Context: an optimization exercise on an open-source flow, tuned for small area, a short achievable clock period and few clock cycles per item. The choices shown serve that exercise and are no tape-out recipe.
Only simulation tests tie the RTL to the original design; equivalence was not proved.
Power figures rest on the tool's default switching activity, not on a simulated workload.

==> design.v <==
package nps_pkg;
  localparam int MAX_PROCS = 16;
  localparam int IDX_W     = $clog2(MAX_PROCS);
  localparam int CNT_W     = $clog2(MAX_PROCS + 1);
  localparam int ARR_W  = 16;
  localparam int PRI_W  = 8;
  localparam int BUR_W  = 16;
  localparam int TIME_W = 21;
  localparam int JOB_W  = 5;
  typedef struct packed {
    logic             load_job;
    logic             scan_start;
    logic             rd_en;
    logic [IDX_W-1:0] rd_addr;
    logic             decide;
    logic             first;
    logic             calc_tat;
    logic             emit;
    logic             last;
    logic             finish;
  } ctl_cmd_t;
  typedef struct packed {
    logic [CNT_W-1:0] job_count;
    logic             out_busy;
  } dp_sts_t;
endpackage
import nps_pkg::*;
module nonpreemptive_priority_scheduler_top (
  input  logic                        clk,
  input  logic                        rst_n,
  input  logic                        in_valid,
  output logic                        in_stall,
  input  logic [nps_pkg::ARR_W-1:0]   in_arrival_time,
  input  logic [nps_pkg::PRI_W-1:0]   in_priority_req,
  input  logic [nps_pkg::BUR_W-1:0]   in_burst_time,
  input  logic                        in_last_job,
  output logic                        out_valid,
  input  logic                        out_stall,
  output logic [nps_pkg::JOB_W-1:0]   out_job_number,
  output logic [nps_pkg::TIME_W-1:0]  out_completion_time,
  output logic [nps_pkg::TIME_W-1:0]  out_turnaround_time,
  output logic [nps_pkg::TIME_W-1:0]  out_waiting_time,
  output logic                        out_last_result
);
  localparam int NP = MAX_PROCS;
  localparam int QD = 3;                 
  localparam int QW = $clog2(QD + 1);
  localparam int QP = $clog2(QD);
  localparam int HW = TIME_W - ARR_W;    
  function automatic logic [1:0] cmp_tree(input logic [31:0] a, input logic [31:0] b,
                                          input int w);
    logic [31:0] g, e;
    for (int i = 0; i < 32; i++) begin
      g[i] = (i < w) ? (a[i] & ~b[i]) : 1'b0;
      e[i] = (i < w) ? ~(a[i] ^ b[i]) : 1'b1;
    end
    for (int s = 1; s < 32; s = s * 2) begin
      for (int i = 0; i + s < 32; i = i + 2 * s) begin
        g[i] = g[i+s] | (e[i+s] & g[i]);
        e[i] = e[i+s] & e[i];
      end
    end
    cmp_tree = {g[0], e[0]};
  endfunction
  function automatic logic [ARR_W:0] add_pf(input logic [ARR_W-1:0] a, input logic [ARR_W-1:0] b);
    logic [ARR_W-1:0] g, p, gg, pp;
    g  = a & b;
    p  = a ^ b;
    gg = g;
    pp = p;
    for (int s = 1; s < ARR_W; s = s * 2) begin
      for (int i = 0; i < ARR_W; i++) begin
        if ((i / s) % 2 == 1) begin
          gg[i] = gg[i] | (pp[i] & gg[(i / s) * s - 1]);
          pp[i] = pp[i] & pp[(i / s) * s - 1];
        end
      end
    end
    add_pf = {gg[ARR_W-1], p ^ {gg[ARR_W-2:0], 1'b0}};
  endfunction
  logic [ARR_W-1:0] e_arr [NP];
  logic [PRI_W-1:0] e_pri [NP];
  logic [BUR_W-1:0] e_bur [NP];
  logic [IDX_W-1:0] e_num [NP];
  logic [NP-1:0]    done_r;
  logic [CNT_W-1:0] occ_r;               
  logic [CNT_W-1:0] lo_r;                
  logic [CNT_W-1:0] nrem_r;              
  logic [CNT_W-1:0] nopen_r;             
  logic [ARR_W-1:0] omin_r;              
  logic [CNT_W-1:0] q_n   [QD];
  logic [ARR_W-1:0] q_min [QD];
  logic [QW-1:0]    q_cnt_r;
  logic [QP-1:0]    q_rd_r, q_wr_r;
  logic [TIME_W-1:0] t_r;                
  logic              srch_r;             
  logic              a_v_r;
  logic              ov_r;
  logic [JOB_W-1:0]  onum_r;
  logic [TIME_W-1:0] oct_r, otat_r, owt_r;
  logic              olast_r;
  logic [TIME_W-1:0] a_ct_r;
  logic [ARR_W-1:0]  a_arr_r;
  logic [TIME_W-1:0] a_st_r;
  logic [IDX_W-1:0]  a_num_r;
  logic              a_last_r;
  logic             iv_r;
  logic [ARR_W-1:0] i_arr;
  logic [PRI_W-1:0] i_pri;
  logic [BUR_W-1:0] i_bur;
  logic             i_last;
  logic          igo, keep, close;
  logic          q_full, room;
  logic [NP-1:0] up;                     
  assign q_full   = (q_cnt_r == QW'(QD));
  assign room     = (nopen_r == CNT_W'(NP)) || hole;
  assign igo      = iv_r && room && !(i_last && q_full);
  assign keep     = igo && (nopen_r != CNT_W'(NP));
  assign close    = igo && i_last;
  assign in_stall = iv_r && !igo;
  always_ff @(posedge clk) begin
    if (!rst_n) begin
      iv_r <= 1'b0;
    end else if (!in_stall) begin
      iv_r <= in_valid;
    end
  end
  always_ff @(posedge clk) begin
    if (!in_stall) begin
      i_arr  <= in_arrival_time;
      i_pri  <= in_priority_req;
      i_bur  <= in_burst_time;
      i_last <= in_last_job;
    end
  end
  always_comb begin
    for (int i = 0; i < NP - 1; i++) begin
      logic [1:0] c;
      c = cmp_tree(32'({i_pri, ~i_arr}), 32'({e_pri[i], ~e_arr[i]}),
                   PRI_W + ARR_W);
      up[i] = (CNT_W'(i) >= nopen_r) || !c[1];
    end
    up[NP-1] = 1'b1;
  end
  localparam int VW = ARR_W + 1;          
  logic [NP-1:0]     act, rdy, above, onehot, aabove, afirst;
  logic [VW-1:0]     tv  [2*NP];          
  logic [2*NP-1:0]   tr;                  
  logic              any;
  logic              a_free, b_take, pick;
  logic [ARR_W:0]    p_sum;
  logic [ARR_W-1:0]  t_add;
  logic [ARR_W-1:0]  p_arr, f_arr;
  logic [IDX_W-1:0]  p_num;
  logic [HW-1:0]     t_hi1;
  logic [TIME_W-1:0] ct;
  logic              activate;
  logic [CNT_W-1:0]  occ_pop;
  logic [NP-1:0]     below;               
  logic              hole, absorb;
  always_comb begin
    for (int i = 0; i < NP; i++) begin
      logic [1:0] c;
      c = cmp_tree(32'(e_arr[i]), 32'(t_r[ARR_W-1:0]), ARR_W);
      act[i] = (CNT_W'(i) >= lo_r) && (CNT_W'(i) < occ_r) && !done_r[i];
      rdy[i] = act[i] && ((t_r[TIME_W-1:ARR_W] != '0) || !(c[1] || (srch_r && c[0])));
      tv[NP+i] = add_pf(t_add, srch_r ? e_arr[i] : e_bur[i]);
      tr[NP+i] = rdy[i];
    end
    for (int k = NP - 1; k >= 1; k--) begin
      tr[k] = tr[2*k] | tr[2*k+1];
      tv[k] = tr[2*k+1] ? tv[2*k+1] : tv[2*k];
    end
    tr[0] = 1'b0;
    tv[0] = '0;
    any   = tr[1];
    p_sum = tv[1];
    above[NP-1] = 1'b0;
    for (int i = NP - 2; i >= 0; i--) above[i] = above[i+1] | rdy[i+1];
    onehot = rdy & ~above;
    p_arr = '0;
    p_num = '0;
    for (int i = 0; i < NP; i++) begin
      p_arr |= {ARR_W{onehot[i]}} & e_arr[i];
      p_num |= {IDX_W{onehot[i]}} & e_num[i];
    end
    aabove[NP-1] = 1'b0;
    for (int i = NP - 2; i >= 0; i--) aabove[i] = aabove[i+1] | act[i+1];
    afirst = act & ~aabove;
    f_arr = '0;
    for (int i = 0; i < NP; i++) f_arr |= {ARR_W{afirst[i]}} & e_arr[i];
  end
  logic              nz, last1, qne, lastpick;
  logic [TIME_W-1:0] t_any, t_none;
  logic [CNT_W-1:0]  nrem_any, nrem_none;
  assign t_add    = srch_r ? '0 : t_r[ARR_W-1:0];
  assign t_hi1    = t_r[TIME_W-1:ARR_W] + HW'(1);
  assign ct       = {srch_r ? '0 : p_sum[ARR_W] ? t_hi1 : t_r[TIME_W-1:ARR_W], p_sum[ARR_W-1:0]};
  assign b_take   = !ov_r || !out_stall;
  assign a_free   = !a_v_r || b_take;
  assign nz       = (nrem_r != '0);
  assign last1    = (nrem_r == CNT_W'(1));
  assign qne      = (q_cnt_r != '0);
  assign lastpick = !srch_r && a_free && last1 && qne;    
  assign pick     = any && !srch_r && a_free;
  assign activate = any ? lastpick : (!nz && qne);
  assign t_any  = srch_r ? ct :
                  !a_free ? t_r :
                  (last1 && qne) ? TIME_W'(q_min[q_rd_r]) : ct;
  assign t_none = !nz ? (qne ? TIME_W'(q_min[q_rd_r]) : t_r) :
                  srch_r ? t_r : TIME_W'(f_arr);
  assign nrem_any  = (srch_r || !a_free) ? nrem_r :
                     last1 ? (qne ? q_n[q_rd_r] : '0) : nrem_r - CNT_W'(1);
  assign nrem_none = (!nz && qne) ? q_n[q_rd_r] : nrem_r;
  always_comb begin
    occ_pop = '0;
    for (int i = 0; i < NP; i++) begin
      if (CNT_W'(i) < occ_r && !done_r[i]) occ_pop = CNT_W'(i + 1);
    end
  end
  always_comb begin
    logic seen;
    seen = 1'b0;
    for (int i = 0; i < NP; i++) begin
      below[i] = !seen;
      seen = seen | done_r[i] | (CNT_W'(i) >= occ_pop);
    end
    hole = seen;
  end
  always_comb begin
    absorb = 1'b0;
    for (int i = 0; i < NP; i++) begin
      if (below[i] && done_r[i] && CNT_W'(i) < occ_pop) absorb = 1'b1;
    end
  end
  always_ff @(posedge clk) begin
    for (int i = 0; i < NP; i++) begin
      if (keep && up[i] && below[i]) begin
        if (i > 0 && up[(i+NP-1)%NP]) begin
          e_arr[i] <= e_arr[(i+NP-1)%NP];
          e_pri[i] <= e_pri[(i+NP-1)%NP];
          e_bur[i] <= e_bur[(i+NP-1)%NP];
          e_num[i] <= e_num[(i+NP-1)%NP];
        end else begin
          e_arr[i] <= i_arr;
          e_pri[i] <= i_pri;
          e_bur[i] <= i_bur;
          e_num[i] <= nopen_r[IDX_W-1:0];
        end
      end
    end
  end
  always_ff @(posedge clk) begin
    for (int i = 0; i < NP; i++) begin
      logic dn_i, dn_p;
      dn_i = done_r[i] | (pick & onehot[i]);
      dn_p = (i > 0) ? (done_r[(i+NP-1)%NP] | (pick & onehot[(i+NP-1)%NP])) : 1'b0;
      if (keep && up[i] && below[i]) begin
        done_r[i] <= (i > 0 && up[(i+NP-1)%NP]) ? dn_p : 1'b0;
      end else begin
        done_r[i] <= dn_i;
      end
    end
  end
  logic [CNT_W-1:0] nopen_nx;
  logic [ARR_W-1:0] omin_nx;
  logic [CNT_W-1:0] lo_keep, lo_act;
  logic [QW-1:0]    q_cnt_keep, q_cnt_act;
  assign lo_keep    = lo_r + (keep ? CNT_W'(1) : CNT_W'(0));
  assign lo_act     = lo_keep - q_n[q_rd_r];
  assign q_cnt_keep = q_cnt_r + (close ? QW'(1) : QW'(0));
  assign q_cnt_act  = q_cnt_keep - QW'(1);
  always_comb begin
    logic [1:0] c;
    c = cmp_tree(32'(omin_r), 32'(i_arr), ARR_W);
    nopen_nx = nopen_r + (keep ? CNT_W'(1) : CNT_W'(0));
    omin_nx  = omin_r;
    if (keep && (nopen_r == '0 || c[1])) omin_nx = i_arr;
  end
  always_ff @(posedge clk) begin
    if (close) begin
      q_n[q_wr_r]   <= nopen_nx;
      q_min[q_wr_r] <= omin_nx;
    end
    omin_r <= omin_nx;
  end
  always_ff @(posedge clk) begin
    if (!rst_n) begin
      occ_r   <= '0;
      lo_r    <= '0;
      nrem_r  <= '0;
      nopen_r <= '0;
      q_cnt_r <= '0;
      q_rd_r  <= '0;
      q_wr_r  <= '0;
      srch_r  <= 1'b0;
      a_v_r   <= 1'b0;
      ov_r    <= 1'b0;
    end else begin
      occ_r <= occ_pop + ((keep && !absorb) ? CNT_W'(1) : CNT_W'(0));
      lo_r  <= activate ? lo_act : lo_keep;
      nopen_r <= close ? '0 : nopen_nx;
      if (close) q_wr_r <= (q_wr_r == QP'(QD - 1)) ? '0 : q_wr_r + QP'(1);
      if (activate) q_rd_r <= (q_rd_r == QP'(QD - 1)) ? '0 : q_rd_r + QP'(1);
      q_cnt_r <= activate ? q_cnt_act : q_cnt_keep;
      nrem_r <= any ? nrem_any : nrem_none;
      srch_r <= any ? srch_r : (nz && !srch_r);
      if (b_take) ov_r <= a_v_r;
      a_v_r <= pick || (a_v_r && !b_take);
    end
  end
  always_ff @(posedge clk) begin
    t_r <= any ? t_any : t_none;
  end
  always_ff @(posedge clk) begin
    if (a_free) begin
      a_ct_r   <= ct;
      a_arr_r  <= p_arr;
      a_st_r   <= t_r;
      a_num_r  <= p_num;
      a_last_r <= (nrem_r == CNT_W'(1));
    end
  end
  always_ff @(posedge clk) begin
    if (b_take) begin
      onum_r  <= JOB_W'(a_num_r) + JOB_W'(1);
      oct_r   <= a_ct_r;
      otat_r  <= a_ct_r - TIME_W'(a_arr_r);
      owt_r   <= a_st_r - TIME_W'(a_arr_r);
      olast_r <= a_last_r;
    end
  end
  assign out_valid           = ov_r;
  assign out_job_number      = onum_r;
  assign out_completion_time = oct_r;
  assign out_turnaround_time = otat_r;
  assign out_waiting_time    = owt_r;
  assign out_last_result     = olast_r;
endmodule
==> run.sh <==
#!/bin/bash
# synth_recipe.tcl (not shown) runs the flow's synth.tcl, then flattens the netlist and writes it again
# the make line also repeats each setting of config.mk as NAME=value (left out here)
make -C /OpenROAD-flow-scripts/flow DESIGN_CONFIG=/design/flow/config.mk WORK_HOME=/design/flow/orfs CLKGATE_MAP_FILE= SYNTH_SCRIPT=/design/flow/synth_recipe.tcl finish
==> config.mk <==
export PLATFORM = sky130hd
export DESIGN_NAME = nonpreemptive_priority_scheduler_top
export DESIGN_NICKNAME = nonpreemptive_priority_scheduler_top
export VERILOG_FILES = /design/flow/design.v
export SDC_FILE = /design/flow/constraint.sdc
export NUM_CORES = 4
export LEC_CHECK = 0
export ABC_AREA = 1
export CAP_MARGIN = 20
export CORE_MARGIN = 2
export CORE_UTILIZATION = 40
export SETUP_SLACK_MARGIN = 1.5
export SLEW_MARGIN = 20
==> constraint.sdc <==
create_clock -name core_clock -period 6.0 [get_ports {clk}]
set_input_delay 1.2000 -clock core_clock [delete_from_list [all_inputs] [get_ports {clk}]]
set_output_delay 1.2000 -clock core_clock [all_outputs]
set_load 0.01 [all_outputs]
==> impl_metrics.toml, run 1 <==
[yosys]
synth-main-ff-cell = "edfxtp_1"
ys_seq_area_share_pct = 40.5
syn_area_sq_um = 73800
synth_fp_nets = 9775
synth_edf_count = 953
syn-mean-instance-area_sq_um = 8.43
netlist_instances = 8759
yosysWarnings = 6
synth_area_leaders = "edfxtp_1 (39%), ha_1 (15%), nand2_1 (11%), o21ai_0 (7.2%), a21oi_1 (4.0%)"
netlist.area_leader.share_pct = 38.8
yosysTopAreaCell = "edfxtp_1"
ys_top_cells_by_count = "nand2_1 (2245), o21ai_0 (1064), edfxtp_1 (953)"
yosysMostFrequentCell = "nand2_1"
async_flop_share_pct = 0
ys_seq_elements = 1017
ys_types = 63

[flow_run]
max-cap-violations = 0

[power_and_ir_drop]
p_total_w = 0.0375
p_clk_share_pct = 20.0
combPwrFrac_pct = 54.4
internal_power_w = 0.0206
switching_share_pct = 45.0
leakagePower_nw = 37.8
power-per-cell-area_nw_per_um2 = 434
seqPwrFrac_pct = 25.6
netSwitchingPower_w = 0.0168
vdd_drop_max_mv = 0.241

[critical_path]
critPathKind = "register to output port"
crit_arrival_ns = 3.41
critPathCaptureType = "output port"
worstPathRequired_ns = 4.80
cp_max_fo = 6
worstSetupStartpointType = "register"

[clock_network]
clockBufferDepth = 3
clock_sinks = 1017
cts_buffers = 120
htree_levels = 3
clkLatencyLatePin_ns = 0.80
hold_buffers = 0
clock-root-buffer = "clkbuf_16"
clkSlewWorstSetupHoldPaths_ns = 0.06
cts_tree = "done"

[layout]
synthToLayoutAreaGrowth_pct = 17.0
multi_input_area_sq_um = 41100
final_nets = 10100
fin_util_pct = 47.1
diodes = 0
drive_gt1_share_pct = 11.4
nFillCells = 17600
regArea_sq_um = 29900

[die]
core-area_sq_um = 183000
fp-row-count = 157
ios = 116
die_w_microns = 434
initial_core_util_pct = 40.3
fp.dieArea_sq_um = 188000
dieHeight_microns = 434

[global_route]
grt_overflow = 0
antenna_found_initial = 6
grt_pass1_vias = 64100
grt_pass1_wl_microns = 443000
grt_max_degree = 115
grt_usage_pct = 32.4

[place]
portBuffers = 115
place_hpwl_microns = 238000
gp_congestion = 1.00

[worst_hold_path]
hold_path.class = "register to register"

[sta]
setup_viol_count_final = 0
max_slew_margin_pct = 18.3
fin_setup_tns_ns = 0
fmax_mhz = 217
fin_crit_ns = 4.61
hold_viol_final = 0
max_slew.worst_pin.slew_ns = 1.22
period_share_pct = 76.8
fin_worst_skew_ns = 0.0482
drv_slew = 0
rsz0062_at_grt = "yes"

[routing]
drcViolationCount = 0
vias = 68100
first_pass_iters = 6
totalWireLength_microns = 314000
drt_iter0_markers = 8775
vias_per_cell = 5.85
ant_nets = 0
wl_per_cell_microns = 27.0

[outcome]
status = "finished clean"
==> cells by family (layout without fill, tap and decap cells) <==
logic type,Yosys count,count (layout),synth area share (%)
AND/OR/NAND/NOR,3387,3389,18.9
AO/OA/AOI/OAI,2079,2079,15.5
buffers and inverters,1131,1548,5.88
flip-flops,1017,1017,40.5
adder cells (fa/ha/maj),971,971,17.1
XOR/XNOR,167,167,1.98
multiplexers,7,7,0.0949
==> metal layers <==
metal | GRT usage (%) | part of all wire, %
met1 | 43.1 | 40
met2 | 50.4 | 44
met3 | 4.68 | 9.1
met4 | 18.6 | 7.1
met5 | 0 | 0.0060
==> layout by cell type, fill, tap and decap left out, types with 28 or more instances in the layout <==
master and count:
nor2_1 489, fa_1 62, a21o_1 31, clkbuf_16 127, o21ai_0 1007, xnor2_1 69
buf_12 43, nor3_1 40, a211oi_1 56, a21oi_2 45, inv_1 723, nor2_2 38
nand2_2 80, clkinv_1 30, ha_1 900, nand3_1 284, clkinvlp_4 28, buf_4 338
o2111ai_1 29, xor2_1 97, nand2_1 2160, o211ai_1 62, nand4_1 139, nor2_4 37
a21oi_1 538, edfxtp_1 953, o21ai_1 76, clkdlybuf4s50_1 114, dfxtp_1 58
==> through the flow <==
| stage | std cells | hold WS [ns] | worst slack (ns) | instance area, sq um |
|---|---|---|---|---|
| 2_1_floorplan | 8759 | 0.400 | 1.48 | 73900 |
| 3_3_place_gp | 11200 | 0.403 | 0.308 | 79300 |
| 3_5_place_dp | 11300 | 0.410 | 0.264 | 79300 |
| 4_1_cts | 11600 | 0.425 | 1.31 | 84800 |
| 5_1_grt | 11600 | 0.444 | 1.20 | 86300 |
| 6_report | 11600 | 0.430 | 1.39 | 86300 |
==> power by group through the flow <==
stage	logic (W)	clock network, W	registers, W
after CTS	0.0189	0.00755	0.00960
final	0.0204	0.00750	0.00960
after global routing	0.0222	0.00780	0.00965
after global placement	0.0180	0	0.00973
after detailed placement	0.0182	0	0.00973
after floorplan	0.0117	0	0.00948
==> critical path, stage by stage, from the launching register on <==
cell and delay (ns):
dfxtp_4 0.39, nor2_4 0.07, nand3_4 0.09, nand2_2 0.07
nor2_2 0.13, inv_2 0.06, nor2_4 0.09, inv_2 0.05
nor2_2 0.09, inv_2 0.06, nor2_4 0.12, inv_2 0.05
nor2_2 0.08, inv_2 0.06, nor2_4 0.12, inv_2 0.06
nor2_4 0.13, nand4_4 0.13, nor2_4 0.13, nand3_4 0.09
nor2_4 0.11, nand3_4 0.13, nand2_8 0.11, nand2_8 0.06
clkinv_4 0.06, buf_6 0.09
==> flip-flops by register name (all words and copies together), names as in the netlist, 8 cells and up, named ones only <==
signal   flops
omin_r      16
otat_r      21
t_r         21
e_bur      256
e_num       64
oct_r       21
i_bur       16
q_min       48
e_pri      120
e_arr      256
a_arr_r     16
q_n         15
i_pri        8
owt_r       21
done_r      16
a_ct_r      21
a_st_r      21
i_arr       16
==> final timing paths <==
kind / startpoint / to / slack (ns) / cells after the start
worst min register to register: a_last_r / olast_r / 0.43 / 0
worst max register to register: t_r[2] / done_r[15] / 1.44 / 22
worst min-delay path: a_last_r / olast_r / 0.43 / 0
worst max-delay path: occ_r[1] / in_stall / 1.39 / 25
==> cell type report <==
| type | instances | area share (%) |
|---|---|---|
| Inverter | 782 | 3.55 |
| Multi-Input combinational cell | 6613 | 47.6 |
| Sequential cell | 1017 | 34.7 |
| Clock inverter | 76 | 0.861 |
| Clock buffer | 146 | 3.64 |
| Tap cell | 2464 | 3.57 |
| Timing Repair inverter | 2 | 0.0188 |
| Timing Repair Buffer | 542 | 6.14 |
==> timing repair <==
action | 4_1_cts | 5_1_grt
gates resized for setup | 180 | 276
gates cloned | 5 | 8
buffers inserted | 93 | 63
pin swaps | 34 | 70
setup endpoints to repair | 1493 | 804
Testbench counts, summed over its fixed seeds: cycles 21,259, jobs 19,788.
==> run 2: changes to the inputs <==
--- a/config.mk
+++ b/config.mk
@@ -9,5 +9,6 @@
 export CAP_MARGIN = 20
 export CORE_MARGIN = 2
 export CORE_UTILIZATION = 40
+export PLACE_DENSITY = 0.75
 export SETUP_SLACK_MARGIN = 1.5
 export SLEW_MARGIN = 20
==> run 2 against run 1 <==
Net effect: worst hold slack better by 0.028 ns; first-iteration DRC count is 5.8% lower; critical path type unchanged; critical path depth is 1 higher; setup slack worse by 0.061 ns; sequential power hardly changed; largest cell class unchanged; power is 0.94% higher; routed wire length is 1.1% lower; area after synthesis stayed put; fmax is 1.3% lower.
==> impl_metrics.toml, run 2 <==
[worst_hold_path]
hp-start = "t_r[10]"
hold_depth = 0
hold_end = "a_st_r[10]"
hold_path.class = "register to register"

[clock_network]
clock-root-buffer = "clkbuf_16"
htree_levels = 3
hold_buffers = 0
cts_tree = "done"
clkLatencyLatePin_ns = 0.81
clockBufferDepth = 3
clock_sinks = 1017
clkSlewWorstSetupHoldPaths_ns = 0.07
cts_buffers = 120

[routing]
vias_per_cell = 5.93
drt_iter0_markers = 8270
ant_nets = 0
vias = 68900
drcViolationCount = 0
wl_per_cell_microns = 26.7
first_pass_iters = 7
totalWireLength_microns = 311000

[critical_path]
critPathKind = "register to output port"
crit_arrival_ns = 3.47
timing.rr.start = "i_arr[3]"
reg2reg_depth = 15
reg2reg_to = "e_arr[4][7]"
ff2ff_setup_slack_ns = 1.52
worstSetupStartpointType = "register"
critPathCaptureType = "output port"
cp_max_fo = 6
worstPathRequired_ns = 4.80

[sta]
fin_setup_tns_ns = 0
setup_viol_count_final = 0
fmax_mhz = 214
rsz0062_at_grt = "yes"
period_share_pct = 77.8
fin_crit_ns = 4.67
fin_hold_ws_ns = 0.458
fin_worst_skew_ns = 0.0492
hold_viol_final = 0
max_slew_margin_pct = 21.5
max_slew.worst_pin.slew_ns = 1.18
layout_setup_ws_ns = 1.33
drv_slew = 0

[yosys]
synth_area_leaders = "edfxtp_1 (39%), ha_1 (15%), nand2_1 (11%), o21ai_0 (7.2%), a21oi_1 (4.0%)"
synth_fp_nets = 9775
synth-main-ff-cell = "edfxtp_1"
synth_edf_count = 953
ys_seq_elements = 1017
syn_area_sq_um = 73800
ys_types = 63
ys_top_cells_by_count = "nand2_1 (2245), o21ai_0 (1064), edfxtp_1 (953)"
syn-mean-instance-area_sq_um = 8.43
netlist_instances = 8759
yosysWarnings = 6
yosysMostFrequentCell = "nand2_1"
ys_seq_area_share_pct = 40.5
netlist.area_leader.share_pct = 38.8
async_flop_share_pct = 0
yosysTopAreaCell = "edfxtp_1"

[outcome]
status = "finished clean"

[layout]
drive_gt1_share_pct = 11.2
final_nets = 10100
layout_commonest_cell = "nand2_1"
layout_common_cells = "nand2_1 (2178), o21ai_0 (1017), edfxtp_1 (953), ha_1 (901), inv_1 (721)"
reg_top3 = "e_arr (256), e_bur (256), e_pri (120)"
nFillCells = 17500
stdcell_count = 11600
synthToLayoutAreaGrowth_pct = 16.9

[die]
fp-row-count = 157
initial_core_util_pct = 40.3
ios = 116
dieHeight_microns = 434
die_w_microns = 434
fp.dieArea_sq_um = 188000
core-area_sq_um = 183000

[flow_run]
max-cap-violations = 0

[global_route]
grt_pass1_wl_microns = 442000
grt_usage_pct = 32.1
grt_overflow = 0
grt_max_degree = 90
antenna_found_initial = 7
grt_pass1_vias = 65700

[place]
placed_cells = 11200
portBuffers = 115
place_hpwl_microns = 237000
gp_congestion = 1.03
place_ws_ns = 0.513

[power_and_ir_drop]
power-per-cell-area_nw_per_um2 = 438
leakagePower_nw = 37.8
vdd_drop_max_mv = 0.263
[run 2: changes by cell type in the layout (fill, tap and decap cells not counted), sizes merged, moves of 2 or more]
cell	delta
buf	-22
clkinv	-10
clkinvlp	+6
inv	+6
bufinv	-2
diode	+2
[run 2: logic make-up after synthesis]
family          Yosys count  synth area share, %
simple gates           3387                 18.9
buf+inv                1131                 5.88
fa+ha+maj               971                 17.1
mux                       7               0.0949
compound gates         2079                 15.5
flops                  1017                 40.5
xor+xnor                167                 1.98
[run 2: stage by stage]
stage	instance area (sq um)	utilization (%)	total power (W)
6_report	86300	47.1	0.0378
5_1_grt	86300	47.1	0.0399
4_1_cts	84800	46.3	0.0365
3_5_place_dp	79400	43.3	0.0281
3_3_place_gp	79400	43.3	0.0278
2_1_floorplan	73900	-	0.0211
[run 2: metal layers]
layer,track usage (%),routed length [microns]
met2,50.2,137000
met1,40.3,118000
met4,23.3,26700
met3,5.03,28200
met5,0,35
[run 2: worst max-delay path by stage]
stage	startpoint	endpoint	slack [ns]	cells past startpoint
floorplan	srch_r	t_r[9]	1.48	25
global placement	t_r[0]	t_r[3]	0.46	20
detailed placement	t_r[0]	t_r[3]	0.51	20
CTS	occ_r[3]	in_stall	1.29	28
global route	occ_r[1]	in_stall	1.15	21
finish	occ_r[4]	in_stall	1.33	26
[run 2: cell type report]
class                      instances  area (sq um)  area share, %
sequential                      1017         29900           34.7
clock buffer                     151          3300           3.83
inverter                         782          3040           3.52
timing repair buffer             516          5150           5.97
antenna                            2          5.00        0.00580
clock inverter                    78           768          0.890
tap                             2464          3080           3.57
multi-input combinational       6611         41000           47.5
[run 2: power by group]
group	leakage (nW)	switching (W)	internal [W]	total [W]
Sequential	9.48	0.000672	0.00891	0.00958
Clock	1.97	0.00337	0.00435	0.00773
Combinational	26.4	0.0130	0.00749	0.0205
Total	37.8	0.0171	0.0207	0.0378
[run 2: critical path, stage by stage (launching register included)]
cell	delay [ns]
dfxtp_4	0.39
nor2_4	0.08
nand2_1	0.07
nand2_2	0.06
buf_4	0.14
nor2_4	0.10
inv_2	0.06
nor2_4	0.10
inv_2	0.05
nor2_2	0.09
inv_2	0.07
nor2_4	0.10
inv_2	0.05
nor2_2	0.10
inv_2	0.05
nor2_2	0.09
inv_2	0.06
nor2_4	0.12
nand4_4	0.13
nor2_4	0.13
nand3_4	0.11
nor2_4	0.15
nand3_4	0.11
nand2_2	0.08
nand2_2	0.06
inv_2	0.05
buf_6	0.09
[run 2: repair_timing]
| action | in CTS | in global routing |
|---|---|---|
| setup endpoints to repair | 345 | 516 |
| gates resized for setup | 193 | 231 |
| gates cloned | 3 | 3 |
| buffers inserted | 65 | 71 |
| pin swaps | 27 | 56 |
==> run 3: changes to the inputs <==
--- a/config.mk
+++ b/config.mk
@@ -5,7 +5,6 @@
 export SDC_FILE = /design/flow/constraint.sdc
 export NUM_CORES = 4
 export LEC_CHECK = 0
-export ABC_AREA = 1
 export CAP_MARGIN = 20
 export CORE_MARGIN = 2
 export CORE_UTILIZATION = 40
==> run 3 against run 2 <==
Net effect: worst hold slack worse by 0.020 ns; non-clock buffer count increased by 162; cell count fell by 14%; design area up 4.4%; critical path type is now register to register; largest cell class unchanged.
==> impl_metrics.toml, run 3 <==
[clock_network]
cts_buffers = 119
clkLatencyLatePin_ns = 0.84
clockBufferDepth = 3
cts_tree = "done"
clock-root-buffer = "clkbuf_16"
hold_buffers = 0
htree_levels = 3
clkSlewWorstSetupHoldPaths_ns = 0.07
clock_sinks = 1017

[die]
ios = 116
fp-row-count = 159
core-area_sq_um = 188000
dieHeight_microns = 438
die_w_microns = 438
initial_core_util_pct = 40.2
fp.dieArea_sq_um = 192000

[layout]
reg_top3 = "e_arr (256), e_bur (256), e_pri (120)"
layout_commonest_cell = "edfxtp_1"
fin_area_sq_um = 90100
drive_gt1_share_pct = 24.2
fin_util_pct = 48.0
layout_common_cells = "edfxtp_1 (953), ha_1 (893), mux2_2 (728), nand2_1 (472), buf_4 (441)"
final_nets = 8413
synthToLayoutAreaGrowth_pct = 19.3

[yosys]
synth_fp_nets = 7930
async_flop_share_pct = 0
synth_edf_count = 953
ys_types = 109
synth_area_leaders = "edfxtp_1 (38%), ha_1 (15%), mux2_2 (11%), o21ai_0 (2.9%), nand2_1 (2.4%)"
yosysMostFrequentCell = "edfxtp_1"
synth-main-ff-cell = "edfxtp_1"
ys_seq_elements = 1017
syn_area_sq_um = 75500
netlist.area_leader.share_pct = 37.9
ys_seq_area_share_pct = 39.6
ys_top_cells_by_count = "edfxtp_1 (953), ha_1 (904), mux2_2 (731)"
yosysTopAreaCell = "edfxtp_1"
yosysWarnings = 6
netlist_instances = 6914
syn-mean-instance-area_sq_um = 10.9

[global_route]
grt_usage_pct = 36.5
grt_overflow = 0
antenna_found_initial = 37
grt_max_degree = 70
grt.busiest_layer = "met2"
use_met3_pct = 9.90
grt_pass1_vias = 63000
met1_usage_pct = 45.2
grt_pass1_wl_microns = 494000
gr-usage-met2_pct = 53.4

[sta]
fin_worst_skew_ns = 0.0862
max_slew_margin_pct = 12.3
hold_viol_final = 0
fin_crit_ns = 4.64
rsz0062_at_grt = "yes"
max_slew.worst_pin.slew_ns = 1.32
drv_slew = 0
fmax_mhz = 216
fin_setup_tns_ns = 0
period_share_pct = 77.3
setup_viol_count_final = 0

[place]
gp_congestion = 1.08
portBuffers = 115
placedInstanceArea_sq_um = 83200
place_hpwl_microns = 278000

[routing]
vias = 65800
totalWireLength_microns = 361000
drt_iter0_markers = 8919
first_pass_iters = 7
drcViolationCount = 0
vias_per_cell = 6.57
wl_per_cell_microns = 36.1
ant_nets = 0

[critical_path]
worstPathRequired_ns = 6.69
critPathKind = "register to register"
crit_arrival_ns = 5.33
critPathCaptureType = "register"
worstSetupStartpointType = "register"
cp_max_fo = 10

[outcome]
status = "finished clean"

[power_and_ir_drop]
vdd_drop_max_mv = 0.362
leakagePower_nw = 35.5
p_total_w = 0.0404
power-per-cell-area_nw_per_um2 = 448

[worst_hold_path]
hold_path.class = "register to register"

[flow_run]
max-cap-violations = 0
## run 3: worst max-delay path, stage by stage, from the launching register on
cell and delay, ns:
dfxtp_4 0.40, buf_4 0.18, buf_16 0.15, buf_4 0.14, mux2_2 0.36, ha_1 0.28, nor2b_2 0.16, o31a_1 0.25
o21ai_0 0.22, nand2b_1 0.14, a21oi_1 0.26, o21bai_1 0.12, fa_1 0.53, nor3_1 0.08, a31oi_2 0.23, mux2i_2 0.13
a32oi_1 0.18, buf_4 0.16, nor4b_4 0.32, o22a_1 0.22
## run 3: area by class of cell
type / instances / area (sq um)
fillers: 16800 / 97500
diodes: 28 / 70.1
clock inverters: 68 / 861
clock buffers: 154 / 3230
repair buffers: 678 / 6780
flip-flops and latches: 1017 / 29900
multi-input cells: 5292 / 45000
well taps: 2495 / 3120
inverters: 289 / 1130
## run 3: repair_timing
action                                  4_1_cts  5_1_grt
pin swaps                                    38       42
resized for setup                           175      150
setup buffers                                81       45
cloned                                        4        4
endpoints found under the setup margin      645      216
hold endpoints to repair                      0        0
## run 3: layer usage
metal | part of all wire (%) | wire [microns] | up-vias
met5 | 0.069 | 249 | -
met1 | 37 | 135000 | 32200
met3 | 11 | 40600 | 1194
li1 | - | - | 27800
met2 | 42 | 150000 | 4509
met4 | 9.7 | 35100 | 20
## run 3: path summary, 6_finish.rpt
kind | from | end | slack, ns | cells after the start
max reg2reg | srch_r | t_r[8] | 1.36 | 19
min reg2reg | a_last_r | olast_r | 0.44 | 0
max | srch_r | t_r[8] | 1.36 | 19
min | a_last_r | olast_r | 0.44 | 0
## run 3: report_power, final
part / total [W] / switching [W] / internal [W]
registers: 0.00964 / 0.000808 / 0.00883
logic: 0.0230 / 0.0137 / 0.00923
clock network: 0.00779 / 0.00333 / 0.00446
## run 3: cells by family (layout without fill, tap and decap cells)
group	count (synthesis)	count (layout)	share of synthesized area, %
other	0	28	0
DFF	1017	1017	39.6
muxes	813	813	12.0
xor gates and xnor gates	175	175	2.03
AOI/OAI and AO/OA	1818	1819	16.7
and+or+nand+nor	1514	1514	9.85
buffers and inverters	606	1189	3.08
adders and majority gates	971	971	16.8
## run 3: per-stage QoR
stage | hold slack [ns] | std cells | worst slack [ns]
after floorplan | 0.400 | 6914 | 1.14
after global placement | 0.421 | 9634 | -0.0181
after detailed placement | 0.427 | 9635 | 0.533
after CTS | 0.442 | 9942 | 1.20
after global routing | 0.455 | 9997 | 1.32
final | 0.438 | 10000 | 1.36
==> run 4: changes to the inputs <==
--- a/config.mk
+++ b/config.mk
@@ -5,9 +5,11 @@
 export SDC_FILE = /design/flow/constraint.sdc
 export NUM_CORES = 4
 export LEC_CHECK = 0
+export ABC_AREA = 1
 export CAP_MARGIN = 20
 export CORE_MARGIN = 2
 export CORE_UTILIZATION = 40
-export PLACE_DENSITY = 0.75
+export CTS_CLUSTER_DIAMETER = 60
+export CTS_CLUSTER_SIZE = 20
 export SETUP_SLACK_MARGIN = 1.5
 export SLEW_MARGIN = 20
==> run 4 against run 3 <==
Net effect: still clean on timing, DRC and antenna; global-route usage shrank 4.2 points; clock power shrank 2%; fmax shrank 0.61%; power shrank 7.1%; non-clock buffer count shrank 135; via count grew 3.7%; worst hold slack lost 0.0087 ns; area after synthesis shrank 2.2%; clock skew shrank 0.044 ns; core utilization shrank 0.79 points; count of clock-buffer cells in the layout shrank 39; critical path type is now register to output port; critical endpoint is now in_stall; largest cell class unchanged; largest power group unchanged.
==> impl_metrics.toml, run 4 <==
[outcome]
status = "finished clean"

[clock_network]
clock_sinks = 1017
htree_levels = 3
cts_buffers = 110
hold_buffers = 0
clkLatencyLatePin_ns = 0.79
cts_tree = "done"
clock-root-buffer = "clkbuf_16"
clkSlewWorstSetupHoldPaths_ns = 0.07
clockBufferDepth = 3

[place]
gp_congestion = 1.00
portBuffers = 115
place_hpwl_microns = 238000
placedInstanceArea_sq_um = 79300

[die]
core-area_sq_um = 183000
fp.dieArea_sq_um = 188000
die_w_microns = 434
dieHeight_microns = 434
fp-row-count = 157
initial_core_util_pct = 40.3
ios = 116

[global_route]
antenna_found_initial = 5
grt_overflow = 0
grt_pass1_vias = 64000
grt_max_degree = 115
grt_pass1_wl_microns = 442000
grt_usage_pct = 32.3

[power_and_ir_drop]
leakagePower_nw = 37.9
p_total_w = 0.0375
vdd_drop_max_mv = 0.278
switching_share_pct = 45.8
seqPwrFrac_pct = 25.5
p_clk_share_pct = 20.4
combPwrFrac_pct = 54.0
netSwitchingPower_w = 0.0172
internal_power_w = 0.0203
power-per-cell-area_nw_per_um2 = 434

[routing]
drt_iter0_markers = 8620
drcViolationCount = 0
vias = 68200
totalWireLength_microns = 314000
wl_per_cell_microns = 27.0
vias_per_cell = 5.87
ant_nets = 0
first_pass_iters = 9

[yosys]
yosysWarnings = 6
ys_seq_elements = 1017
synth-main-ff-cell = "edfxtp_1"
yosysMostFrequentCell = "nand2_1"
synth_edf_count = 953
ys_top_cells_by_count = "nand2_1 (2245), o21ai_0 (1064), edfxtp_1 (953)"
netlist_instances = 8759
synth_fp_nets = 9775
ys_types = 63
yosysTopAreaCell = "edfxtp_1"
syn_area_sq_um = 73800
async_flop_share_pct = 0
synth_area_leaders = "edfxtp_1 (39%), ha_1 (15%), nand2_1 (11%), o21ai_0 (7.2%), a21oi_1 (4.0%)"
syn-mean-instance-area_sq_um = 8.43
netlist.area_leader.share_pct = 38.8
ys_seq_area_share_pct = 40.5

[layout]
reg_top3 = "e_arr (256), e_bur (256), e_pri (120)"
layout_commonest_cell = "nand2_1"
fin_util_pct = 47.2
drive_gt1_share_pct = 11.5
final_nets = 10100
synthToLayoutAreaGrowth_pct = 17.3
fin_area_sq_um = 86600
layout_common_cells = "nand2_1 (2170), o21ai_0 (1018), edfxtp_1 (953), ha_1 (901), inv_1 (725)"

[sta]
fin_setup_tns_ns = 0
period_share_pct = 77.7
rsz0062_at_grt = "yes"
drv_slew = 0
max_slew.worst_pin.slew_ns = 1.17
setup_viol_count_final = 0
fmax_mhz = 214
max_slew_margin_pct = 22.1
fin_worst_skew_ns = 0.0424
fin_hold_ws_ns = 0.430
hold_viol_final = 0
fin_crit_ns = 4.66

[critical_path]
critPathKind = "register to output port"
critPathCaptureType = "output port"
cp_max_fo = 4
crit_arrival_ns = 3.46
worstSetupStartpointType = "register"
worstPathRequired_ns = 4.80

[flow_run]
max-cap-violations = 0

[worst_hold_path]
hold_path.class = "register to register"
-- run 4: area by class of cell --
cell class                      instances  area [sq um]
Fill cell                           17600         96700
Multi-Input combinational cell       6613         41100
Sequential cell                      1017         29900
Timing Repair Buffer                  543          5400
Tap cell                             2464          3080
Inverter                              782          3070
Clock buffer                          115          2790
Clock inverter                         92          1230
Timing Repair inverter                  2          27.5
Antenna cell                            1          2.50
-- run 4: cell families (layout without fill, tap and decap cells) --
kind of cell	after synthesis	after routing	share of synthesized area, %
and+or+nand+nor	3387	3389	18.9
xor gates and xnor gates	167	167	1.98
adders and majority gates	971	971	17.1
AOI/OAI and AO/OA	2079	2079	15.5
other	0	1	0
DFF	1017	1017	40.5
buffers and inverters	1131	1534	5.88
muxes	7	7	0.0949
-- run 4: worst paths after layout --
kind              startpoint        to  slack, ns  cells after the start
setup / recovery   done_r[0]  in_stall       1.34                     24
hold / removal      a_last_r   olast_r       0.43                      0
setup reg to reg    occ_r[1]   t_r[12]       1.47                     17
hold reg to reg     a_last_r   olast_r       0.43                      0
-- run 4: per-stage QoR --
step	cells	setup slack [ns]
6_report	11600	1.34
5_1_grt	11600	1.17
4_1_cts	11600	1.28
3_5_place_dp	11300	0.264
3_3_place_gp	11200	0.308
2_1_floorplan	8759	1.48
-- run 4: power groups by stage --
stage / combinational (W) / sequential, W / clock [W]
after floorplan: 0.0117 / 0.00948 / 0
after global placement: 0.0180 / 0.00973 / 0
after detailed placement: 0.0182 / 0.00973 / 0
after CTS: 0.0189 / 0.00958 / 0.00774
after global routing: 0.0221 / 0.00964 / 0.00797
final: 0.0203 / 0.00959 / 0.00767
-- run 4: layer usage --
layer | global-route usage (%) | up-vias | wire (microns) | part of all wire, %
met4 | 18.8 | 2 | 22400 | 7.1
li1 | - | 31100 | - | -
met5 | 0 | - | 13 | 0.0041
met2 | 50.2 | 3599 | 138000 | 44
met1 | 43.1 | 32800 | 126000 | 40
met3 | 4.45 | 726 | 28300 | 9.0
-- run 4: critical path, cell delays in order, from the launching register on --
cell and delay [ns]:
dfxtp_1 0.36, inv_1 0.18, nand2_2 0.11, nor2_4 0.13
inv_2 0.05, nor2_4 0.09, inv_2 0.05, nor2_2 0.11
inv_2 0.06, nor2_4 0.12, inv_2 0.05, nor2_2 0.08
inv_2 0.06, nor2_4 0.12, inv_2 0.06, nor2_4 0.13
nand4_4 0.14, nor2_4 0.13, nand3_4 0.09, nor2_4 0.11
nand3_4 0.13, nand2_8 0.11, nand2_8 0.06, clkinv_4 0.06
buf_6 0.09
-- run 4: what timing repair did --
| action | CTS | global route |
|---|---|---|
| gates cloned | 4 | 9 |
| setup endpoints to repair | 1493 | 835 |
| gates resized for setup | 177 | 263 |
| setup buffers | 93 | 64 |
| pin swaps | 36 | 75 |
==> run 5: changes to the inputs <==
--- a/config.mk
+++ b/config.mk
@@ -9,7 +9,5 @@
 export CAP_MARGIN = 20
 export CORE_MARGIN = 2
 export CORE_UTILIZATION = 40
-export CTS_CLUSTER_DIAMETER = 60
-export CTS_CLUSTER_SIZE = 20
-export SETUP_SLACK_MARGIN = 1.5
+export SETUP_SLACK_MARGIN = 1.2
 export SLEW_MARGIN = 20
==> run 5 against run 4 <==
Net effect: area after synthesis unchanged; core utilization down 0.89 points; synthesized cell count unchanged.
==> impl_metrics.toml, run 5 <==
[outcome]
status = "finished clean"

[critical_path]
critPathCaptureType = "register"
worstSetupStartpointType = "register"
cp_max_fo = 21
timing.rr.start = "t_r[1]"
crit_arrival_ns = 5.39
critPathKind = "register to register"
startpoint = "t_r[1]"
worstPathRequired_ns = 6.66

[global_route]
grt_pass1_vias = 64200
grt_pass1_wl_microns = 442000
met1_usage_pct = 42.6
grt_usage_pct = 32.3
grt_overflow = 0
gr-usage-met2_pct = 49.9
antenna_found_initial = 4
grt.busiest_layer = "met2"
grt_max_degree = 114
use_met3_pct = 4.77

[clock_network]
htree_levels = 3
cts_buffers = 120
clock_sinks = 1017
hold_buffers = 0
cts_tree = "done"
clkLatencyLatePin_ns = 0.82
clockBufferDepth = 3
clock-root-buffer = "clkbuf_16"
clkSlewWorstSetupHoldPaths_ns = 0.07

[flow_run]
max-cap-violations = 0

[layout]
reg_top3 = "e_arr (256), e_bur (256), e_pri (120)"
stdcell_count = 11600
synthToLayoutAreaGrowth_pct = 15.1
final_nets = 10000
layout_commonest_cell = "nand2_1"
drive_gt1_share_pct = 9.21
nFillCells = 17700
layout_common_cells = "nand2_1 (2212), o21ai_0 (1034), edfxtp_1 (953), ha_1 (904), inv_1 (737)"
fin_util_pct = 46.3

[die]
initial_core_util_pct = 40.3
fp.dieArea_sq_um = 188000
ios = 116
core-area_sq_um = 183000
dieHeight_microns = 434
fp-row-count = 157
die_w_microns = 434

[yosys]
ys_seq_elements = 1017
async_flop_share_pct = 0
yosysTopAreaCell = "edfxtp_1"
synth_area_leaders = "edfxtp_1 (39%), ha_1 (15%), nand2_1 (11%), o21ai_0 (7.2%), a21oi_1 (4.0%)"
synthAdderAreaFrac_pct = 17.1
synth_compound_area_share_pct = 15.5
synth_top_family_by_area = "simple AND/OR/NAND/NOR gates"
syn_area_sq_um = 73800
netlist.area_leader.share_pct = 38.8
ys_top_cells_by_count = "nand2_1 (2245), o21ai_0 (1064), edfxtp_1 (953)"
syn-mean-instance-area_sq_um = 8.43
synth_edf_count = 953
synth_xor_area_share_pct = 1.98
netlist_instances = 8759
ys_types = 63
ys_seq_area_share_pct = 40.5
synthMuxAreaShare_pct = 0.0949
synth_fp_nets = 9775
yosysMostFrequentCell = "nand2_1"
synth-main-ff-cell = "edfxtp_1"
synthSimpleGateAreaFrac_pct = 18.9
yosysWarnings = 6

[sta]
fin_crit_ns = 4.73
hold_viol_final = 0
fin_setup_tns_ns = 0
fmax_mhz = 212
setup_viol_count_final = 0
period_share_pct = 78.8
drv_slew = 0
fin_worst_skew_ns = 0.0479
fin_hold_ws_ns = 0.421
max_slew_margin_pct = 27.0
rsz0062_at_grt = "yes"
layout_setup_ws_ns = 1.27
max_slew.worst_pin.slew_ns = 1.07

[routing]
vias = 67700
vias_per_cell = 5.84
ant_nets = 0
first_pass_iters = 9
totalWireLength_microns = 311000
wl_per_cell_microns = 26.8
drt_iter0_markers = 8460
drcViolationCount = 0

[power_and_ir_drop]
leakagePower_nw = 37.4
power-per-cell-area_nw_per_um2 = 439
vdd_drop_max_mv = 0.325

[place]
place_ws_ns = 0.525
placed_cells = 11300
portBuffers = 115
place_hpwl_microns = 241000
gp_congestion = 1.02

[worst_hold_path]
hp-start = "a_last_r"
hold_path.class = "register to register"
==> run 5: path summary, 6_finish.rpt <==
check                             endpoint  slack, ns  cells after the start
worst min-delay path               olast_r       0.42                      0
worst min register to register     olast_r       0.42                      0
worst max-delay path            a_arr_r[9]       1.27                     23
worst max register to register  a_arr_r[9]       1.27                     23
==> run 5: through the flow <==
stage               total power [W]  cell area, sq um
finish                       0.0373             84900
detailed placement           0.0285             79500
CTS                          0.0364             84100
floorplan                    0.0211             73900
global route                 0.0394             84900
global placement             0.0282             79500
==> run 5: power breakdown <==
| group | internal (W) | total (W) | switching (W) |
|---|---|---|---|
| clock | 0.00426 | 0.00765 | 0.00338 |
| sequential | 0.00891 | 0.00959 | 0.000677 |
| combinational | 0.00712 | 0.0200 | 0.0129 |
| total | 0.0203 | 0.0373 | 0.0170 |
==> run 5: area by class of cell <==
| class | instances | area [sq um] | share of cell area (%) |
|---|---|---|---|
| multi-input cells | 6611 | 40300 | 47.5 |
| repair buffers | 488 | 4620 | 5.44 |
| clock buffers | 160 | 3300 | 3.88 |
| diodes | 1 | 2.50 | 0.00295 |
| inverters | 782 | 3010 | 3.54 |
| clock inverters | 70 | 679 | 0.800 |
| flip-flops and latches | 1017 | 29900 | 35.2 |
| repair inverters | 2 | 16.3 | 0.0191 |
| well taps | 2464 | 3080 | 3.63 |
==> run 5: timing repair <==
action / 4_1_cts / 5_1_grt
pin swaps: 18 / 25
cloned: 0 / 5
endpoints found under the hold margin: 0 / 0
setup endpoints to repair: 642 / 267
resized for setup: 78 / 124
setup buffers: 38 / 42
==> run 5: critical path, stage by stage (launching register included) <==
cell,delay (ns)
edfxtp_1,0.49
buf_12,0.16
clkinvlp_4,0.19
ha_1,0.34
inv_1,0.04
o21bai_1,0.17
a21o_1,0.15
a21oi_1,0.10
o21ai_1,0.37
a21oi_1,0.13
o21ai_1,0.16
a21oi_1,0.11
buf_4,0.21
nor3_2,0.24
buf_12,0.24
nand2_4,0.18
nor2_2,0.19
inv_2,0.07
nor2_2,0.12
nand3_1,0.12
buf_4,0.23
o21ai_1,0.40
nor2_1,0.09
nand2_1,0.08
==> run 5: per-layer routing <==
| layer | share of wire [%] | vias to the layer above | wire [microns] |
|---|---|---|---|
| met2 | 44 | 3391 | 137000 |
| met3 | 8.7 | 719 | 27000 |
| met5 | 0.0042 | - | 13 |
| li1 | - | 31000 | - |
| met4 | 7.3 | 2 | 22800 |
| met1 | 40 | 32600 | 124000 |
==> run 5: kinds of logic after synthesis <==
logic type                 count (synthesis)
AOI/OAI and AO/OA                       2079
xor gates and xnor gates                 167
adders and majority gates                971
buffers and inverters                   1131
DFF                                     1017
muxes                                      7
and+or+nand+nor                         3387
==> run 6: changes to the inputs <==
--- a/design.v
+++ b/design.v
@@ -222,10 +222,10 @@
     logic seen;
     seen = 1'b0;
     for (int i = 0; i < NP; i++) begin
-      below[i] = !seen;
-      seen = seen | done_r[i] | (CNT_W'(i) >= occ_pop);
+      below[i] = !seen && (CNT_W'(i) <= occ_r);
+      seen = seen | done_r[i];
     end
-    hole = seen;
+    hole = seen || (occ_r != CNT_W'(NP));
   end
   always_comb begin
     absorb = 1'b0;
--- a/config.mk
+++ b/config.mk
@@ -9,5 +9,5 @@
 export CAP_MARGIN = 20
 export CORE_MARGIN = 2
 export CORE_UTILIZATION = 40
-export SETUP_SLACK_MARGIN = 1.2
+export SETUP_SLACK_MARGIN = 1.5
 export SLEW_MARGIN = 20
==> run 6 against run 5 <==
Net effect: first-iteration DRC count rose by 25%; count of clock-buffer cells in the layout rose by 11; sequential power rose by 0.8%; critical path depth fell by 6; largest cell class unchanged; largest power group unchanged; highest routed layer unchanged.
==> impl_metrics.toml, run 6 <==
[layout]
final_nets = 10800
nFillCells = 18900
reg_top3 = "e_arr (256), e_bur (256), e_pri (120)"
synthToLayoutAreaGrowth_pct = 14.5
layout_commonest_cell = "nand2_1"
multi_input_area_sq_um = 42700
fin_util_pct = 45.9
regArea_sq_um = 29900
drive_gt1_share_pct = 8.02
layout_common_cells = "nand2_1 (2523), o21ai_0 (1015), edfxtp_1 (953), ha_1 (904), inv_1 (818)"

[global_route]
grt_max_degree = 91
use_met3_pct = 8.15
gr-usage-met2_pct = 54.5
grt_usage_pct = 37.1
antenna_found_initial = 35
grt_pass1_vias = 68200
grt_pass1_wl_microns = 517000
grt_overflow = 0
grt.busiest_layer = "met2"
met1_usage_pct = 51.5

[routing]
drt_iter0_markers = 10600
wl_per_cell_microns = 30.2
first_pass_iters = 7
drcViolationCount = 0
vias = 74300
ant_nets = 0
vias_per_cell = 5.99
totalWireLength_microns = 375000

[sta]
max_slew_margin_pct = 19.1
rsz0062_at_grt = "yes"
hold_viol_final = 0
fin_setup_tns_ns = 0
setup_viol_count_final = 0
fin_worst_skew_ns = 0.0522
drv_slew = 0
period_share_pct = 75.1
fmax_mhz = 222
fin_crit_ns = 4.51
max_slew.worst_pin.slew_ns = 1.21

[power_and_ir_drop]
combPwrFrac_pct = 54.0
switching_share_pct = 47.0
power-per-cell-area_nw_per_um2 = 446
netSwitchingPower_w = 0.0185
seqPwrFrac_pct = 24.6
internal_power_w = 0.0208
p_clk_share_pct = 21.3
leakagePower_nw = 40.7
vdd_drop_max_mv = 0.266

[die]
initial_core_util_pct = 40.1
core-area_sq_um = 192000
die_w_microns = 443
fp.dieArea_sq_um = 196000
fp-row-count = 161
ios = 116
dieHeight_microns = 443

[clock_network]
clkSlewWorstSetupHoldPaths_ns = 0.06
cts_buffers = 131
htree_levels = 4
clockBufferDepth = 3
hold_buffers = 0
clock-root-buffer = "clkbuf_16"
clock_sinks = 1017
clkLatencyLatePin_ns = 0.85
cts_tree = "done"

[place]
gp_congestion = 1.05
portBuffers = 115
place_hpwl_microns = 290000

[yosys]
syn_area_sq_um = 77000
netlist_instances = 9545
synth_area_leaders = "edfxtp_1 (37%), ha_1 (15%), nand2_1 (12%), o21ai_0 (6.6%), nand3_1 (4.8%)"
syn-mean-instance-area_sq_um = 8.07
netlist.area_leader.share_pct = 37.2
ys_types = 60
ys_top_cells_by_count = "nand2_1 (2545), o21ai_0 (1018), edfxtp_1 (953)"
synth_edf_count = 953
yosysWarnings = 6
ys_seq_elements = 1017
yosysTopAreaCell = "edfxtp_1"
synth_fp_nets = 10600
async_flop_share_pct = 0
ys_seq_area_share_pct = 38.8
yosysMostFrequentCell = "nand2_1"
synth-main-ff-cell = "edfxtp_1"

[worst_hold_path]
hold_depth = 0
hold_end = "e_bur[0][12]"
hp-start = "i_bur[12]"
hold_path.class = "register to register"

[critical_path]
crit_arrival_ns = 5.05
ff2ff_setup_slack_ns = 1.49
reg2reg_depth = 17
critPathKind = "register to register"
cp_max_fo = 17
timing.rr.start = "t_r[1]"
critPathCaptureType = "register"
cp_slowest_stage_delay_ns = 0.53
worstSetupStartpointType = "register"
crit_chain = "inv_1 > buf_6 > ha_1 > a21oi_1 > nor2_1 > o21ai_0 > nand2_1 > nand2_1 > nand3_1 > a21oi_4 > nor2_2 > nand2_2 > o21ai_1 > nor2_1 > nand3_1 > nor2_1 > nand3_1"
reg2reg_to = "a_arr_r[2]"
worstPathRequired_ns = 6.54
cp_slowest_cell = "edfxtp_1"

[flow_run]
max-cap-violations = 0

[outcome]
status = "finished clean"
==> run 6: critical path: cells and delay by family (launching register included) <==
kind            cells  cell delay (ns)
simple gates       10             1.94
compound gates      4             0.95
flops               1             0.53
buf+inv             2             0.40
fa+ha+maj           1             0.31
==> run 6: power groups by stage <==
stage / Combinational [W] / Sequential [W] / Clock, W
5_1_grt: 0.0231 / 0.00971 / 0.00872
3_5_place_dp: 0.0201 / 0.00975 / 0
4_1_cts: 0.0206 / 0.00964 / 0.00846
3_3_place_gp: 0.0201 / 0.00974 / 0
2_1_floorplan: 0.0124 / 0.00944 / 0
6_report: 0.0212 / 0.00967 / 0.00839
==> run 6: layout make-up <==
| type | count | area share, % |
|---|---|---|
| Antenna cell | 9 | 0.0255 |
| Clock buffer | 171 | 4.02 |
| Tap cell | 2526 | 3.58 |
| Sequential cell | 1017 | 33.9 |
| Timing Repair Buffer | 478 | 5.11 |
| Clock inverter | 72 | 1.06 |
| Multi-Input combinational cell | 7270 | 48.5 |
| Inverter | 868 | 3.78 |
| Timing Repair inverter | 3 | 0.0241 |
==> run 6: how the worst max path moves through the flow <==
| stage | start | to | slack, ns | cells after the start |
|---|---|---|---|---|
| 6_report | t_r[1] | a_arr_r[2] | 1.49 | 17 |
| 2_1_floorplan | i_arr[1] | e_arr[14][0] | 1.56 | 13 |
| 4_1_cts | done_r[0] | in_stall | 1.45 | 16 |
| 3_5_place_dp | t_r[8] | t_r[16] | 0.86 | 18 |
| 3_3_place_gp | t_r[8] | t_r[16] | 0.79 | 18 |
| 5_1_grt | t_r[14] | a_arr_r[5] | 1.48 | 20 |
==> run 6: timing repair <==
| item | 4_1_cts | 5_1_grt |
|---|---|---|
| cloned | 3 | 5 |
| resized for setup | 53 | 55 |
| setup buffers | 40 | 18 |
| pin swaps | 7 | 9 |
| setup endpoints to repair | 102 | 95 |
==> run 6: cell families after synthesis <==
logic type,after synthesis,share of synthesized area (%)
and+or+nand+nor,4285,23.5
adders and majority gates,971,16.4
DFF,1017,38.8
buffers and inverters,1260,6.33
xor gates and xnor gates,187,2.13
muxes,7,0.0910
AOI/OAI and AO/OA,1818,12.7
==> run 6: stage by stage <==
stage	power, W	hold slack, ns	cells	instance area (sq um)	setup WS, ns
detailed placement	0.0298	0.432	12100	82500	0.861
global placement	0.0298	0.430	12100	82500	0.786
global route	0.0415	0.467	12400	88100	1.48
finish	0.0393	0.449	12400	88200	1.49
CTS	0.0387	0.449	12400	87700	1.45
floorplan	0.0219	0.400	9545	77000	1.56
==> run 6: layer usage <==
metal	wire length, microns	share of wire (%)
met5	142	0.038
met2	157000	42
met4	20900	5.6
met1	158000	42
met3	39300	10
Testbench counts of run 6, summed over its fixed seeds: cycles 21,259, jobs 19,788.

-- re-timing with driven ports --
The results above use ideal ports. As a check the final layouts listed here were re-extracted and re-timed, cells and wires unchanged. Step 1 (the two cells are an assumption about what drives the block):
set clk [get_ports {clk}]
set_driving_cell -lib_cell sky130_fd_sc_hd__clkbuf_16 $clk
set_driving_cell -lib_cell sky130_fd_sc_hd__buf_2 [delete_from_list [all_inputs] $clk]
Step 2 also shifts input and output timing later by t, the mid clock arrival at the registers, as if the neighbouring blocks saw the same clock. Slacks: ideal ports / drivers / drivers and shift; pairs: ideal ports / drivers.
run	shift t [ns]	slack for setup (ns)	worst data-port slew with drivers (ns)
run 1	0.863	1.394 / 1.308 / 1.442	0.11
run 2	0.851	1.333 / 1.269 / 1.519	0.12
run 3	0.884	1.364 / 1.364 / 1.364	0.04
run 4	0.858	1.336 / 1.249 / 1.471	0.11
run 5	0.885	1.273 / 1.189 / 1.273	0.09
run 6	0.915	1.492 / 1.492 / 1.492	0.14
After both steps setup and hold are still met in every run listed.
